What follows belongs to an exercise in optimizing a design on an open flow for small area; a production flow would make more cautious choices. The RTL was checked by simulation tests, not by an equivalence proof against the original design. Power is estimated from default activity; no workload was simulated.

==> design/flow/design.v <==
package bp_pkg;
    typedef logic [31:0] addr_t;
    localparam addr_t INST_BYTES = 32'd4;
    localparam int PC_OFFSET = $clog2(INST_BYTES);
    typedef struct packed {
        logic  valid;
        addr_t pc;
        logic  taken;
        addr_t target;
        addr_t predicted;
    } resolve_t;
    typedef enum logic [1:0] {
        BTB_NONE   = 2'd0,
        BTB_ADD    = 2'd1,
        BTB_UPDATE = 2'd2,
        BTB_REMOVE = 2'd3
    } btb_op_e;
    typedef enum logic [1:0] {
        STRONG_NOT   = 2'b00,
        WEAK_NOT     = 2'b01,
        WEAK_TAKEN   = 2'b10,
        STRONG_TAKEN = 2'b11
    } bht_state_e;
endpackage
module branch_predictor_top (
    input  logic        CPU_CLK,
    input  logic        CPU_RST,
    input  logic [31:0] fetch_pc,
    output logic [31:0] predict_pc,
    input  logic        resolve_valid,
    input  logic [31:0] resolve_pc,
    input  logic        resolve_taken,
    input  logic [31:0] resolve_target,
    input  logic [31:0] resolve_predicted,
    output logic        redirect_valid,
    output logic [31:0] redirect_pc,
    output logic [31:0] branch_count,
    output logic [31:0] mispredict_count
);
    localparam int B       = 5;
    localparam int ENTRIES = 1 << B;
    localparam int TAG_LSB = B + 2;
    localparam int TAGW    = 32 - TAG_LSB;
    logic [ENTRIES-1:0] btb_valid;
    logic [TAGW-1:0]    btb_tag    [ENTRIES];
    logic [31:0]        btb_target [ENTRIES];
    logic [127:0]       bht_hi;
    logic [127:0]       bht_lo_n;
    logic [B-1:0]  f_idx, r_idx;
    logic [TAGW-1:0] f_tag, r_tag;
    logic [ENTRIES-1:0] f_dec, r_dec;
    logic [3:0]    f_hdec, r_hdec;
    assign f_idx = fetch_pc[TAG_LSB-1:2];
    assign r_idx = resolve_pc[TAG_LSB-1:2];
    assign f_tag = fetch_pc[31:TAG_LSB];
    assign r_tag = resolve_pc[31:TAG_LSB];
    always_comb begin
        for (int i = 0; i < ENTRIES; i++) begin
            f_dec[i] = (f_idx == i[B-1:0]);
            r_dec[i] = (r_idx == i[B-1:0]);
        end
        for (int j = 0; j < 4; j++) begin
            f_hdec[j] = (fetch_pc[8:7] == j[1:0]);
            r_hdec[j] = (resolve_pc[8:7] == j[1:0]);
        end
    end
    logic            f_valid, r_valid;
    logic [TAGW-1:0] f_rtag, r_rtag;
    logic [31:0]     f_target;
    logic            f_bht, r_bht;
    always_comb begin
        f_valid  = 1'b0;
        r_valid  = 1'b0;
        f_rtag   = '0;
        r_rtag   = '0;
        f_target = '0;
        f_bht    = 1'b0;
        r_bht    = 1'b0;
        for (int i = 0; i < ENTRIES; i++) begin
            f_valid  = f_valid  | (f_dec[i] & btb_valid[i]);
            r_valid  = r_valid  | (r_dec[i] & btb_valid[i]);
            f_rtag   = f_rtag   | ({TAGW{f_dec[i]}} & btb_tag[i]);
            r_rtag   = r_rtag   | ({TAGW{r_dec[i]}} & btb_tag[i]);
            f_target = f_target | ({32{f_dec[i]}} & btb_target[i]);
            for (int j = 0; j < 4; j++) begin
                f_bht = f_bht | (f_dec[i] & f_hdec[j] & bht_hi[j*ENTRIES+i]);
                r_bht = r_bht | (r_dec[i] & r_hdec[j] & bht_hi[j*ENTRIES+i]);
            end
        end
    end
    logic f_hit, r_hit;
    assign f_hit = f_valid & (f_rtag == f_tag);
    assign r_hit = r_valid & (r_rtag == r_tag);
    assign predict_pc = (f_hit & f_bht) ? f_target : {fetch_pc[31:2] + 30'd1, fetch_pc[1:0]};
    logic [31:0] correct_pc;
    logic        wrong_path;
    assign correct_pc     = resolve_taken ? resolve_target
                                          : {resolve_pc[31:2] + 30'd1, resolve_pc[1:0]};
    assign wrong_path     = resolve_valid & (correct_pc != resolve_predicted);
    assign redirect_valid = wrong_path;
    assign redirect_pc    = correct_pc;
    logic btb_write, btb_remove;
    assign btb_write  = resolve_valid & resolve_taken;
    assign btb_remove = resolve_valid & ~resolve_taken & r_hit & ~r_bht;
    always_ff @(posedge CPU_CLK or posedge CPU_RST) begin
        if (CPU_RST)
            btb_valid <= '0;
        else begin
            for (int i = 0; i < ENTRIES; i++) begin
                if (r_dec[i] & btb_write)
                    btb_valid[i] <= 1'b1;
                else if (r_dec[i] & btb_remove)
                    btb_valid[i] <= 1'b0;
            end
        end
    end
    always_ff @(posedge CPU_CLK) begin
        for (int i = 0; i < ENTRIES; i++) begin
            if (r_dec[i] & btb_write) begin
                btb_tag[i]    <= r_tag;
                btb_target[i] <= resolve_target;
            end
        end
    end
    always_ff @(posedge CPU_CLK or posedge CPU_RST) begin
        if (CPU_RST) begin
            bht_hi   <= '0;
            bht_lo_n <= '0;
        end else begin
            for (int j = 0; j < 4; j++) begin
                for (int i = 0; i < ENTRIES; i++) begin
                    if (resolve_valid & r_hdec[j] & r_dec[i]) begin
                        bht_hi[j*ENTRIES+i]   <= resolve_taken
                            ? (bht_hi[j*ENTRIES+i] | ~bht_lo_n[j*ENTRIES+i])
                            : (bht_hi[j*ENTRIES+i] & ~bht_lo_n[j*ENTRIES+i]);
                        bht_lo_n[j*ENTRIES+i] <= resolve_taken
                            ? ~(bht_hi[j*ENTRIES+i] | bht_lo_n[j*ENTRIES+i])
                            : ~(bht_hi[j*ENTRIES+i] & bht_lo_n[j*ENTRIES+i]);
                    end
                end
            end
        end
    end
    always_ff @(posedge CPU_CLK or posedge CPU_RST) begin
        if (CPU_RST)
            branch_count <= 32'd0;
        else if (resolve_valid)
            branch_count <= branch_count + 32'd1;
    end
    always_ff @(posedge CPU_CLK or posedge CPU_RST) begin
        if (CPU_RST)
            mispredict_count <= 32'd0;
        else if (wrong_path)
            mispredict_count <= mispredict_count + 32'd1;
    end
endmodule
==> design/flow/run.sh <==
#!/bin/bash
# synth_recipe.tcl (not shown) runs the flow's synth.tcl, then flattens the netlist and writes it again
# the make line also repeats each setting of config.mk as NAME=value (left out here)
make -C /OpenROAD-flow-scripts/flow DESIGN_CONFIG=/design/flow/config.mk WORK_HOME=/design/flow/orfs CLKGATE_MAP_FILE= SYNTH_SCRIPT=/design/flow/synth_recipe.tcl finish
==> design/flow/config.mk <==
export PLATFORM = sky130hd
export DESIGN_NAME = branch_predictor_top
export DESIGN_NICKNAME = branch_predictor_top
export VERILOG_FILES = /design/flow/design.v
export SDC_FILE = /design/flow/constraint.sdc
export NUM_CORES = 4
export LEC_CHECK = 0
export CAP_MARGIN = 20
export CORE_MARGIN = 2
export CORE_UTILIZATION = 30
export PLACE_DENSITY = 0.4
export SLEW_MARGIN = 20
==> design/flow/constraint.sdc <==
create_clock -name core_clock -period 11.0 [get_ports {CPU_CLK}]
set_input_delay 2.2000 -clock core_clock [delete_from_list [all_inputs] [get_ports {CPU_CLK}]]
set_output_delay 2.2000 -clock core_clock [all_outputs]
set_load 0.01 [all_outputs]
==> summary.md <==
| Metric | Value |
|---|---|
| Final setup fails | `0` |
| Multi-input gate area | `30,100 sq um` |
| # rows | `about 210` |
| Async SR Flop Fraction | `16.2%` |
| CTS resizes | `0` |
| Fmax | `about 96 MHz` |
| FF-to-FF End | `btb_valid[26]$_DFFE_PP0P_` |
| Max-cap viol count | `0` |
| Post-Syn Nets | `roughly 7,100` |
| Core region area | `315,000 sq um` |
| P_leak | `between 0.03 and 0.04 uW` |
| Pin count of the biggest net entering global routing | `between 150 and 200` |
| Synth unique cells | `90` |
| # H-tree levels | `5` |
| Worst-path fanout max | `32` |
| Worst hold start | `branch_count[31]$_DFFE_PP0P_` |
| Synth Instances | `roughly 6,900` |
| Peak VDD IR | `0.122 mV` |
| Fillers | `about 30,000` |
| DRT iter0 DRCs | `between 10,000 and 15,000` |
| Final hold violations | `0` |
| IO Count | `between 200 and 300` |
| Number of global-route vias before repair | `72,100` |
| Wire per inst | `just under 50 um` |
| Top_reg_cell synth | `edfxtp_1` |
| CP endpoint kind | `output pin` |
| Residual DRC count | `0` |
| Largest area contributor in the netlist | `edfxtp_1` |
| Worst Reg2Reg Path Length in Cells | `10` |
| Die Wd | `567 um` |
| Setup TNS | `0 ns` |
| Drt first pass iters | `10` |
| Top-count cell post-synth | `edfxtp_1` |
| Hold endpoint | `branch_count[31]$_DFFE_PP0P_` |
| Outcome | `finished clean` |
| Reg2reg start | `btb_tag[9][12]$_DFFE_PP_` |
| Port bufs | `260` |
| Sequential fraction of the synthesis area | `66.8%` |
| DP HPWL | `roughly 370 mm` |
| Skew final | `~0.08 ns` |
| CP arrival | `8.23 ns` |
| Minimum clock period after layout | `approximately 10 ns` |
| GR Util All Layers | `between 30% and 40%` |
| Clock Path Buffers | `4` |
| Overflow after GRT | `0` |
| Area Overhead vs Synth | `19.6%` |
| Vias | `around 77,000` |
| Crit Path Category | `in -> out` |
| Hold WS | `0.471 ns` |
| Clk root buf | `clkbuf_16` |
| Post-CTS setup buffers | `0` |
| Ys Warns | `3` |
| Worst skew pair latency | `about 0.96 ns` |
| Post-route ant nets | `0` |
| Unrepaired setup endpoints after global routing | `false` |
| Synthesized flop and latch total | `2,176` |
| Fin. max-slew vios | `0` |
| Synthesized area | `~95,000 sq um` |
| Placed Instances | `around 11,000` |
| Most frequent cells after synthesis | `1,824 x edfxtp_1, 639 x a22oi_1, 358 x clkbuf_1, 352 x dfrtp_1, 310 x o21ai_0` |
| First-pass GRT wire length | `~750 mm` |
| Die Area | `roughly 320,000 sq um` |
| Die H | `between 500 and 600 um` |
| Worst slew pin tran | `~1.3 ns` |
| CTS buffer count | `269` |
| Nets | `7,447` |
| Syn_area_per_cell | `~14 sq um` |
| CTS tree | `done` |
| Max-slew headroom | `between 10% and 20%` |
| Hold buffer count at cts | `0` |
| Synth top area cells | `edfxtp_1 58%, dfrtp_1 9.2%, a22oi_1 5.0%` |
| Fraction of layout cells with a size suffix above 1 | `between 10% and 20%` |
| Post-Layout Cell Count | `between 10,000 and 15,000` |
| Initial antenna violation count | `49` |
| Final worst path period share | `between 90% and 100%` |
| RePlAce Congestion | `between 0.9 and 1` |
| Reg clk slew, reported paths | `roughly 0.050 ns` |
| CP required | `8.80 ns` |
| R2r setup slk | `approximately 6.6 ns` |
| Pwr/cell area | `between 150 and 200 nW/um^2` |
| Post-synth top area share | `between 50% and 60%` |
| Hold Path Depth | `1` |
| CP Launch Type | `primary input` |
| Sink Count | `2,176` |
| Drt total wl | `around 580 mm` |
| Hold Crit Class | `reg -> reg` |
| Routed vias/inst | `around 6.6` |
| Post-synth EDFFs | `1,824` |
| Initial core utilization | `roughly 30%` |
| Reg area | `about 64,000 sq um` |
worst max-delay path by stage:
stage	start	to	slack [ns]	depth (start not counted)
detailed placement	fetch_pc[2]	predict_pc[29]	0.82	16
global route	fetch_pc[2]	predict_pc[29]	0.71	16
finish	fetch_pc[2]	predict_pc[29]	0.57	16
global placement	fetch_pc[2]	predict_pc[0]	0.75	15
floorplan	fetch_pc[5]	predict_pc[11]	2.81	17
CTS	fetch_pc[2]	predict_pc[29]	0.75	16
power breakdown:
group	total, uW	leakage [uW]	internal, uW	switching (uW)
clock network	8930	0.00420	5140	3790
logic	1750	0.0132	491	1260
registers	9190	0.0208	9080	114
total	19900	0.0381	14700	5150
area by class of cell:
class                      instances  area share, %
antenna                           33         0.0725
clock buffer                     348           6.39
clock inverter                   126           1.17
inverter                          97          0.325
multi-input combinational       4096           26.4
sequential                      2176           55.8
tap                             4160           4.57
timing repair buffer             661           5.23
metal layers:
layer	GRT usage, %	wire length, um
met1	46.0	233000
met5	0	154
met3	8.24	53700
met4	19.3	38200
met2	53.3	255000
through the flow:
| step | total power (uW) | worst slack (ns) | util [%] | area [sq um] |
|---|---|---|---|---|
| 2_1_floorplan | 9980 | 2.81 | - | 95300 |
| 4_1_cts | 19900 | 0.753 | 36.1 | 114000 |
| 3_3_place_gp | 11000 | 0.752 | 33.3 | 105000 |
| 6_report | 19900 | 0.568 | 36.1 | 114000 |
| 5_1_grt | 20300 | 0.713 | 36.1 | 114000 |
| 3_5_place_dp | 11000 | 0.819 | 33.3 | 105000 |
state kept, by name, indices dropped and copies added, names as in the netlist:
signal / flops
btb_target: 1024
btb_tag: 800
bht_hi: 128
bht_lo_n: 128
branch_count: 32
btb_valid: 32
mispredict_count: 32
cells in the final DEF, fill, tap and decap left out, types with 34 or more instances in the layout:
cell type | synthesis | routed
edfxtp_1 | 1824 | 1824
a221oi_1 | 157 | 157
nand3_1 | 187 | 186
and3_1 | 60 | 58
xnor2_1 | 84 | 84
a32oi_1 | 109 | 109
o21ai_0 | 310 | 308
nand2_1 | 246 | 242
a222oi_1 | 127 | 127
a31oi_1 | 56 | 56
a21o_1 | 70 | 70
clkinv_1 | 1 | 47
buf_12 | 0 | 34
mux2i_1 | 73 | 73
clkdlybuf4s50_1 | 0 | 226
o22ai_1 | 39 | 39
clkbuf_16 | 0 | 276
clkbuf_1 | 358 | 62
mux2_2 | 208 | 208
xor2_1 | 96 | 96
dfrtp_1 | 352 | 352
a22o_1 | 137 | 137
inv_1 | 95 | 93
a2111oi_0 | 50 | 49
o211ai_1 | 49 | 49
o31ai_1 | 40 | 40
nor4_1 | 43 | 39
nor3_1 | 143 | 132
nor2_1 | 295 | 260
a21oi_1 | 229 | 229
a22oi_1 | 639 | 639
buf_4 | 7 | 365
nand4_1 | 204 | 204
worst max-delay path: stages:
cell	delay, ns
clkdlybuf4s50_1	0.68
ha_1	0.22
buf_4	0.41
nor4b_4	1.04
buf_4	0.47
a22oi_1	0.16
nand4_1	0.29
a211oi_1	0.10
nand3_1	0.09
nor3b_1	0.37
buf_4	0.24
nand4_1	0.22
or4_4	0.52
buf_12	0.24
mux2i_1	0.24
clkdlybuf4s50_1	0.58
logic make-up after synthesis:
| logic type | Yosys count | share of synthesized area (%) |
|---|---|---|
| compound gates | 2150 | 16.6 |
| xor+xnor | 181 | 1.68 |
| fa+ha+maj | 20 | 0.247 |
| buf+inv | 636 | 2.72 |
| flops | 2176 | 66.8 |
| mux | 317 | 4.03 |
| simple gates | 1428 | 8.01 |

-- separate check: timing with driven ports --
Ports are ideal in the flow. The routed layout listed here was re-timed in OpenROAD.
Step 1: set_driving_cell puts a clkbuf_16 on CPU_CLK and a buf_2 on each other input, an assumption about the parent block.
Step 2 adds t to the input delays and takes it off the output delays; t is the mean of the earliest and latest rising clock arrival at the registers after step 1. Input paths then give back, and output paths get back, about the clock's delay inside the block.
Three values: ideal, step 1, step 2; two values: the first two.
shift t [ns]: 1.026
slack for setup (ns): 0.568 / 0.539 / 0.539
worst setup path at the end: input to output
latest minus earliest clock arrival (ns): 0.083 / 0.083
slew at the worst register clock pin (ns): 0.07 / 0.07
After both steps this run still meets setup and hold. For this run, drivers alone change the setup slack by -0.029 ns; drivers and shift together by -0.029 ns.
